Source: an optimization exercise on an open RTL-to-GDS flow (aim: small area, a short achievable clock period and few clock cycles per item). Production flows keep margins and buffers that such runs may drop.
Only simulation tests tie the RTL to the original design; equivalence was not proved.
Power figures rest on the tool's default switching activity, not on a simulated workload.

**run.sh**
```bash
#!/bin/bash
# synth_recipe.tcl (not shown) runs the flow's synth.tcl, then flattens the netlist and writes it again
# the make line also repeats each setting of config.mk as NAME=value (left out here)
make -C /OpenROAD-flow-scripts/flow DESIGN_CONFIG=/design/flow/config.mk WORK_HOME=/design/flow/orfs CLKGATE_MAP_FILE= SYNTH_SCRIPT=/design/flow/synth_recipe.tcl finish
```
**config.mk**
```make
export PLATFORM = sky130hd
export DESIGN_NAME = zprize_mul_col_acc
export DESIGN_NICKNAME = zprize_mul_col_acc
export VERILOG_FILES = /design/flow/design.v
export SDC_FILE = /design/flow/constraint.sdc
export NUM_CORES = 4
export LEC_CHECK = 0
export CAP_MARGIN = 20
export CORE_MARGIN = 2
export CORE_UTILIZATION = 40
export SLEW_MARGIN = 20
```
**constraint.sdc**
```tcl
create_clock -name core_clock -period 8.0 [get_ports {clk}]
set_input_delay 1.6000 -clock core_clock [delete_from_list [all_inputs] [get_ports {clk}]]
set_output_delay 1.6000 -clock core_clock [all_outputs]
set_load 0.01 [all_outputs]
```
**design.v**
```verilog
package zprize_mul_pkg;
    localparam int unsigned OP_W    = 384;   
    localparam int unsigned LIMB_W  = 26;    
    localparam int unsigned N_LIMBS = 15;    
    localparam int unsigned COL_W   = 32;    
    localparam int unsigned META_W  = 32;    
    typedef enum logic [1:0] {
        IDLE,
        ACC,
        NORM,
        WAIT
    } state_t;
    function automatic integer clog2(input integer v);
        clog2 = $clog2(v);
    endfunction
endpackage
module zprize_col_norm
#(
    parameter int unsigned LW = zprize_mul_pkg::LIMB_W,
    parameter int unsigned CW = zprize_mul_pkg::COL_W
) (
    input  logic [CW-1:0]  col,
    input  logic [CW-LW:0] carry_in,
    output logic [LW-1:0]  digit,
    output logic [CW-LW:0] carry_out
);
    logic [CW:0] sum;
    always_comb begin
        sum       = {1'b0, col} + (CW+1)'(carry_in);
        digit     = sum[LW-1:0];
        carry_out = sum[CW:LW];
    end
endmodule
module zprize_mul_col_acc
#(
    parameter int unsigned W  = zprize_mul_pkg::OP_W,
    parameter int unsigned LW = zprize_mul_pkg::LIMB_W,
    parameter int unsigned NL = zprize_mul_pkg::N_LIMBS,
    parameter int unsigned CW = zprize_mul_pkg::COL_W,
    parameter int unsigned M  = zprize_mul_pkg::META_W,
    parameter int unsigned CI = zprize_mul_pkg::clog2(2 * NL)
) (
    input  logic                  clk,
    input  logic                  rst,
    input  logic                  in_valid,
    input  logic [2*LW-1:0]       in_prod,
    input  logic [CI-1:0]         in_col,
    input  logic                  in_first,
    input  logic                  in_last,
    input  logic [M-1:0]          in_m,
    output logic                  in_ready,
    output logic                  out_valid,
    input  logic                  out_ready,
    output logic [2*W-1:0]        out_prod,
    output logic [M-1:0]          out_m,
    output logic                  err
);
    localparam int unsigned NC = 2 * NL;
    localparam int unsigned HW = CW - LW;                 
    localparam int unsigned TW = 2 * W - (NC - 1) * LW;   
    logic [CW-1:0]   col_q [NC-1];
    logic [TW-1:0]   top_q;
    logic [NC-2:0]   oh_q;        
    logic [2*LW-1:0] prod_q;
    logic            first_q;     
    logic            last_q;      
    logic            acc_q;       
    logic            norm_q;      
    logic            in_ready_q, out_valid_q, err_q;
    logic [M-1:0]    m_q;
    logic            take, col_ok, beat, any_h, step;
    logic [LW-1:0]   lo, hi;
    always_comb begin
        take   = in_valid && in_ready_q;
        col_ok = in_col <= CI'(NC - 2);
        beat   = take && col_ok;
        lo     = prod_q[LW-1:0];
        hi     = prod_q[2*LW-1:LW];
        any_h  = 1'b0;
        for (int unsigned c = 0; c < NC - 1; c++) any_h = any_h | (|col_q[c][CW-1:LW]);
        step   = norm_q && any_h;
    end
    always_ff @(posedge clk) begin
        if (!rst) begin
            oh_q        <= '0;
            first_q     <= 1'b0;
            last_q      <= 1'b0;
            acc_q       <= 1'b0;
            norm_q      <= 1'b0;
            in_ready_q  <= 1'b1;
            out_valid_q <= 1'b0;
            err_q       <= 1'b0;
        end else begin
            for (int unsigned c = 0; c < NC - 1; c++) oh_q[c] <= beat && in_col == CI'(c);
            first_q <= beat && in_first;
            last_q  <= beat && in_last;
            if ((in_valid && !in_ready_q) || (take && !col_ok) || (beat && !in_first && !acc_q))
                err_q <= 1'b1;
            if (beat) acc_q <= !in_last;
            if (beat && in_last) in_ready_q <= 1'b0;
            if (last_q) norm_q <= 1'b1;
            if (norm_q && !any_h) begin
                norm_q      <= 1'b0;
                out_valid_q <= 1'b1;
            end
            if (out_valid_q && out_ready) begin
                out_valid_q <= 1'b0;
                in_ready_q  <= 1'b1;
            end
        end
    end
    always_ff @(posedge clk) begin
        prod_q <= in_prod;
        if (beat && in_last) m_q <= in_m;
    end
    logic [CW-1:0] base [NC-1];
    logic [LW-1:0] add  [NC-1];
    logic [CW-1:0] col_d [NC-1];
    logic [TW-1:0] top_b, top_a;
    always_comb begin
        for (int unsigned c = 0; c < NC - 1; c++) begin
            base[c] = col_q[c];
            if (first_q) base[c] = '0;
            if (norm_q) base[c][CW-1:LW] = '0;
            add[c] = oh_q[c] ? lo : '0;
            if (c > 0) begin
                if (oh_q[c-1]) add[c] = add[c] | hi;
                if (step) add[c] = add[c] | LW'(col_q[c-1][CW-1:LW]);
            end
            col_d[c] = base[c] + CW'(add[c]);
        end
        top_b = first_q ? '0 : top_q;
        top_a = oh_q[NC-2] ? hi[TW-1:0] : '0;
        if (step) top_a = top_a | TW'(col_q[NC-2][CW-1:LW]);
    end
    always_ff @(posedge clk) begin
        for (int unsigned c = 0; c < NC - 1; c++) col_q[c] <= col_d[c];
        top_q <= top_b + top_a;
    end
    always_comb begin
        for (int unsigned c = 0; c < NC - 1; c++) out_prod[c*LW +: LW] = col_q[c][LW-1:0];
        out_prod[(NC-1)*LW +: TW] = top_q;
    end
    assign in_ready  = in_ready_q;
    assign out_valid = out_valid_q;
    assign out_m     = m_q;
    assign err       = err_q;
endmodule
```
==> flow_summary.yaml <==
sta:
  grt_setup_unrepaired: "no"
  finalClockSkew_ns: 0.0397
  hold_slack_ns: 0.503
  setup-tns-final_ns: 0
  finalCriticalPeriod_ns: 6.83
  slew_violations: 0
  setup_viol: 0
  max_freq_mhz: 146
  hold_violations: 0
  slew_headroom_pct: 19.9
  tightest_slew_ns: 1.20
  finalCritPeriodShare_pct: 85.4
cells_and_area:
  drive_above_1_share_pct: 5.00
  layoutNonFillerInstCount: 12300
  layout.nets: 10400
  areaGrowthSynthToFinish_pct: 13.0
  fill_cells: 19700
floorplanning:
  num_rows: 165
  start_util_pct: 40.2
  fp.dieArea_mm2: 0.207
  die_h_um: 455
  ios: 898
  core_mm2: 0.202
  die_w_um: 455
synthesis:
  yosysTopAreaCellShare_pct: 25.3
  synthCells: 9646
  synth.cells.most_frequent: "dfxtp_1, nor2b_1, ha_1, buf_4, a21oi_1"
  ys_ff_latch: 1062
  post_synth.cell_area_avg_um2: 8.44
  synth_cell_type_count: 91
  synth_area_mm2: 0.0814
  synthesis.nets: 10500
  synth_edf_count: 32
  yosysWarnings: 5
  yosysMostFrequentCell: "dfxtp_1"
  synthFlopType: "dfxtp_1"
  yosysSeqAreaShare_pct: 26.5
  synth_top_cells_by_area: "dfxtp_1, ha_1, buf_4"
  async_flop_share_pct: 0
  synth_top_cell_by_area: "dfxtp_1"
global_route:
  globalRouteTotalUtil_pct: 33.0
  overflow: 0
  grt_max_degree: 119
  grt_pass1_wl_mm: 502
  grt_antenna_before_repair: 21
  grt_pass1_vias: 71000
drt:
  num_vias: 74700
  dr.pass1.iters: 12
  routed_via_density: 6.05
  drt_iter0_markers: 8039
  totalWireLength_mm: 358
  wire_per_inst_um: 29.0
  ant_nets: 0
  drc_errors: 0
setup_path:
  required_ns: 8.65
  crit_arrival_ns: 7.48
  r2r_slack_ns: 1.17
  slowest_delay_ns: 0.94
  cp-end-kind: "register"
  worstSetupPathType: "register to register"
  path_cells: "nor4_1, nand4_1, nor4_1, nand3_1, and2_4, buf_12, a222oi_1, inv_1, ha_1, fa_1, a21o_1, a21oi_2, o21bai_1, a2111oi_0, o31a_1, o31ai_1, o21a_1, a211oi_2, or3_1, a21oi_1"
  cp-start-kind: "register"
  critPathMaxFanout: 98
  critPathSlowestCell: "nor4_1"
  path_common_cell: "nor4_1"
clocking:
  root_buffer: "clkbuf_16"
  cts_max_path_buffers: 3
  cts_resized: 0
  post_cts_buffers: 0
  cts.sinks: 1062
  htree_levels: 4
  path_clk_slew_ns: 0.06
  ctsHoldBuffers: 0
  cts_buffers: 141
  cts_tree: "done"
  clk_latency_ns: 0.82
placement:
  dp_cells: 12100
  gp_congestion: 0.966
  port_buffers: 897
  hpwl_mm: 254
power:
  p_sw_mw: 4.89
  leakage_nw: 43.4
  switching_share_pct: 31.0
  clkPwrFrac_pct: 41.5
  power.density_mw_per_mm2: 171
  combPwrFrac_pct: 18.5
  pwr-share-seq_pct: 40.1
  total_power_mw: 15.8
  p_int_mw: 10.9
  peakVddDrop_mv: 0.198
job:
  drv_cap: 0
outcome:
  status: "finished clean"
hold_path:
  hold_class: "register to register"
## worst max-delay path, delay by kind of cell, from the launching register on
family / cells / cell delay [ns]
buffers and inverters: 2 / 0.41
adders and majority gates: 2 / 0.68
AOI/OAI and AO/OA: 10 / 2.72
DFF: 1 / 0.39
and+or+nand+nor: 6 / 2.38
## power by group through the flow
stage / logic (mW) / registers [mW] / clock network [mW]
floorplan: 2.05 / 5.97 / 0
global placement: 2.85 / 6.41 / 0
detailed placement: 2.87 / 6.40 / 0
CTS: 2.89 / 6.30 / 6.63
global route: 3.09 / 6.32 / 6.82
finish: 2.91 / 6.32 / 6.55
## through the flow
step | setup slack [ns] | util [%] | cell area (um^2)
5_1_grt | 0.743 | 45.5 | 92000
3_5_place_dp | 1.25 | 43.2 | 87400
4_1_cts | 1.24 | 45.5 | 92000
3_3_place_gp | 1.25 | 43.2 | 87400
2_1_floorplan | 3.19 | - | 81400
6_report | 1.17 | 45.5 | 92000
## registers in the layout (all words and copies together), names as in the netlist
signal and cells:
acc_q 1, col_q 928, err_q 1, first_q 1, in_ready_q 1, last_q 1
m_q 32, norm_q 1, oh_q 29, out_valid_q 1, prod_q 52, top_q 14
## final timing paths
kind | from | end | cells past startpoint
max | col_q[0][30] | col_q[1][28] | 20
max reg2reg | col_q[0][30] | col_q[1][28] | 20
min reg2reg | norm_q | norm_q | 1
min | norm_q | norm_q | 1
## kinds of logic after synthesis
family                     Yosys count  synth area share [%]
AOI/OAI and AO/OA                 2847                  24.8
xor gates and xnor gates           750                  8.07
adders and majority gates          797                  12.5
buffers and inverters             1593                  10.8
DFF                               1062                  26.5
muxes                                9                 0.111
and+or+nand+nor                   2588                  17.1
## cell type report
cell class	count	area [um^2]	share of cell area (%)
Timing Repair Buffer	1006	9920	10.8
Clock buffer	210	4170	4.54
Clock inverter	43	454	0.493
Multi-Input combinational cell	6991	51000	55.5
Sequential cell	1062	21800	23.7
Inverter	346	1300	1.41
Tap cell	2672	3340	3.63
Antenna cell	11	27.5	0.0299
## cell usage in the layout, fill, tap and decap left out, types with 30 or more instances in the layout
cell type / instances
nor2_1: 500
clkbuf_16: 146
and2_1: 88
a211oi_1: 111
nor4_1: 71
dfxtp_1: 950
a21o_1: 365
nand3_1: 127
xnor2_1: 495
nand2_1: 377
nand4_1: 89
o21bai_1: 106
o21a_1: 107
inv_1: 346
ha_1: 767
nor3_1: 118
clkbuf_1: 36
clkdlybuf4s50_1: 897
edfxtp_1: 32
dfxtp_2: 39
and3_1: 96
a31oi_1: 96
fa_1: 30
a22o_1: 567
or3_1: 43
nand2b_1: 95
buf_4: 98
a222oi_1: 168
nor2b_1: 840
o211ai_1: 46
dfxtp_4: 41
xor2_1: 255
a21oi_1: 650
o21ai_0: 361
## metal layers
layer	up-vias	global-route usage [%]	part of all wire, %
li1	33900	-	-
met1	36100	40.6	39
met2	3786	51.4	44
met3	947	6.90	8.9
met4	4	23.3	8.2
met5	-	0	0.0075
Testbench counts, summed over its fixed seeds: cycles 22,234, items 96.

## static timing again, ports no longer ideal
The results above use ideal ports. As a check the final layout listed here was re-extracted and re-timed, cells and wires unchanged. Step 1, drivers: a clkbuf_16 drives clk and a buf_2 each remaining input, both assumed. Step 2, shift: input delay + t, output delay - t, t = (earliest + latest rising clock arrival at the registers) / 2. This alone moves slack from input paths to output paths. Three values: ideal ports, drivers, drivers and shift; two values: the first two.
t (ns): 0.897
setup WS [ns]: 1.168 / 1.168 / 1.168
worst slew at a driven data input, ns: 0.16
After both steps setup and hold are still met in this run. For this run, drivers alone change the setup slack by 0.000 ns; drivers and shift together by 0.000 ns.
